From an optimization exercise on the open Yosys and OpenROAD flow, aimed at small area; shortcuts taken in it are not production practice. In this exercise RTL edits were held to simulation tests only and were not proved equivalent to the original.

// velocity_step_boost_compensator_unit
module velocity_step_boost_compensator_unit #(
  parameter int FRAC_BITS = 12
) (
  input  logic               clk_i,
  input  logic               rst_ni,
  input  logic               psel,
  input  logic               penable,
  input  logic               pwrite,
  input  logic [3:0]         paddr,
  input  logic [31:0]        pwdata,
  output logic [31:0]        prdata,
  output logic               pready,
  input  logic               in_valid_i,
  output logic               in_stall_o,
  input  logic signed [15:0] vel_x_i,
  input  logic signed [15:0] vel_y_i,
  output logic               out_valid_o,
  input  logic               out_stall_i,
  output logic signed [15:0] shaped_x_o,
  output logic signed [15:0] shaped_y_o,
  output logic               boosting_x_o,
  output logic               boosting_y_o
);
  logic        [12:0] limit;
  logic signed [15:0] off_x, off_y;
  logic        [14:0] mag27;
  logic        [14:0] lvl_x, lvl_y;
  logic        [15:0] nlim2;
  logic        [19:0] lim6m;
  logic               in_vld_q, out_vld_q;
  logic signed [15:0] vel_x_q, vel_y_q;
  logic        [2:0]  phase_q;
  logic               adv, take_in, comp;
  vsbc_cfg u_cfg (
    .clk_i   (clk_i),
    .rst_ni  (rst_ni),
    .psel    (psel),
    .penable (penable),
    .pwrite  (pwrite),
    .paddr   (paddr),
    .pwdata  (pwdata),
    .prdata  (prdata),
    .pready  (pready),
    .limit_o (limit),
    .off_x_o (off_x),
    .off_y_o (off_y),
    .mag27_o (mag27),
    .lvl_x_o (lvl_x),
    .lvl_y_o (lvl_y)
  );
  assign nlim2  = vsbc_pkg::add20(~{6'd0, limit, 1'b0}, 20'd0, 1'b1);
  assign lim6m  = vsbc_pkg::add20({4'd0, limit, 3'b0}, ~{6'd0, limit, 1'b0}, 1'b0);
  assign adv        = in_vld_q && (!out_vld_q || !out_stall_i);
  assign in_stall_o = in_vld_q && !adv;
  assign take_in    = in_valid_i && !in_stall_o;
  ...
Settings: LEC_CHECK=0, ABC_AREA=1, CAP_MARGIN=20, CORE_MARGIN=2, CORE_UTILIZATION=40, SLEW_MARGIN=20; clock period 14.0 ns.
standard.sh (not shown) runs the stock make flow with config.mk's settings and CLKGATE_MAP_FILE= SYNTH_SCRIPT=/design/flow/synth_recipe.tcl, a recipe that flattens the netlist after the stock synthesis.
==> flow/flow/run.sh <==
#!/bin/bash
# The standard layout (standard.sh), with these changes:
#  - synthesis runs yosys synth with -noabc (no early abc -fast pass), maps
#    no full/half adder cells (ADDER_MAP_FILE empty, so abc maps the adders
#    with the rest of the logic) and uses an area-oriented abc script
#    (flow/abc_area.script) in place of ORFS's abc_area.script; everything
#    else in synthesis is ORFS's own scripts, copied unchanged;
#  - the port buffers are the smallest buffer cell;
#  - clock tree synthesis uses larger sink clusters, only clkbuf_8 clock
#    buffers, and
#    leaves out dummy loads.
set -o pipefail
here=$(pwd)
mkdir -p "$here/scripts"
cp -r "$FLOW_HOME/scripts/." "$here/scripts/"
cp "$here/flow/abc_area.script" "$here/scripts/abc_area.script"

ADDER_MAP_FILE= SYNTH_ARGS="-noabc" SCRIPTS_DIR="$here/scripts" bash standard.sh synth 2>&1 | tee synth.log || exit 1

export BUFFER_PORTS_ARGS="-buffer_cell sky130_fd_sc_hd__buf_1"
export CTS_ARGS="-sink_clustering_enable -repair_clock_nets -dont_use_dummy_load -sink_clustering_size 20 -sink_clustering_max_diameter 60 -buf_list {sky130_fd_sc_hd__clkbuf_8}"
bash standard.sh 2>&1 | tee standard.log
==> flow/flow/abc_area.script <==
strash
&get -n
&deepsyn -T 150
&put
dch -f
amap
strash
dc2
dch -f
amap
strash
dc2
dch -f
amap
topo
The baseline ran to the end with no violations.
Next try:
--- a/flow/flow/run.sh
+++ b/flow/flow/run.sh
@@ -7,6 +7,6 @@
 #    else in synthesis is ORFS's own scripts, copied unchanged;
 #  - the port buffers are the smallest buffer cell;
-#  - clock tree synthesis uses larger sink clusters, only clkbuf_8 clock
-#    buffers, and
+#  - clock tree synthesis uses larger sink clusters, no clock buffers above
+#    clkbuf_16 or below clkbuf_8, and
 #    leaves out dummy loads.
 set -o pipefail
@@ -19,4 +19,4 @@
 
 export BUFFER_PORTS_ARGS="-buffer_cell sky130_fd_sc_hd__buf_1"
-export CTS_ARGS="-sink_clustering_enable -repair_clock_nets -dont_use_dummy_load -sink_clustering_size 20 -sink_clustering_max_diameter 60 -buf_list {sky130_fd_sc_hd__clkbuf_8}"
+export CTS_ARGS="-sink_clustering_enable -repair_clock_nets -dont_use_dummy_load -sink_clustering_size 20 -sink_clustering_max_diameter 60 -buf_list {sky130_fd_sc_hd__clkbuf_8 sky130_fd_sc_hd__clkbuf_16}"
 bash standard.sh 2>&1 | tee standard.log
The new run went through all stages and came out clean.
Synthesized area does not change.
Setup slack hardly moves.
Routed wire length is about the same.
Hold slack is about the same.
Die area does not change.
Core utilization climbs by 0.53 points.
Non-clock buffer count rose by 1.
Global-route usage is about the same.
Final cell count stays flat.

[static timing again, ports no longer ideal]
No port has a modelled driver above. Below, the same layouts with a new extraction and two added sets of constraints.
Step 1 assumes that a clkbuf_16 drives the clock port and a buf_2 every other input.
Step 2 also shifts input and output timing later by t, the mid clock arrival at the registers, as if the neighbouring blocks saw the same clock.
Slacks: ideal / step 1 / step 2; pairs: ideal / step 1.
run	t, ns	setup WS [ns]	worst setup path after step 2	slew at the worst register clock pin (ns)
the first run	0.631	1.926 / 1.926 / 1.926	register to register	0.11 / 0.11
the second run	0.584	1.926 / 1.926 / 1.926	register to register	0.08 / 0.08
After both steps every run listed still meets setup and hold.
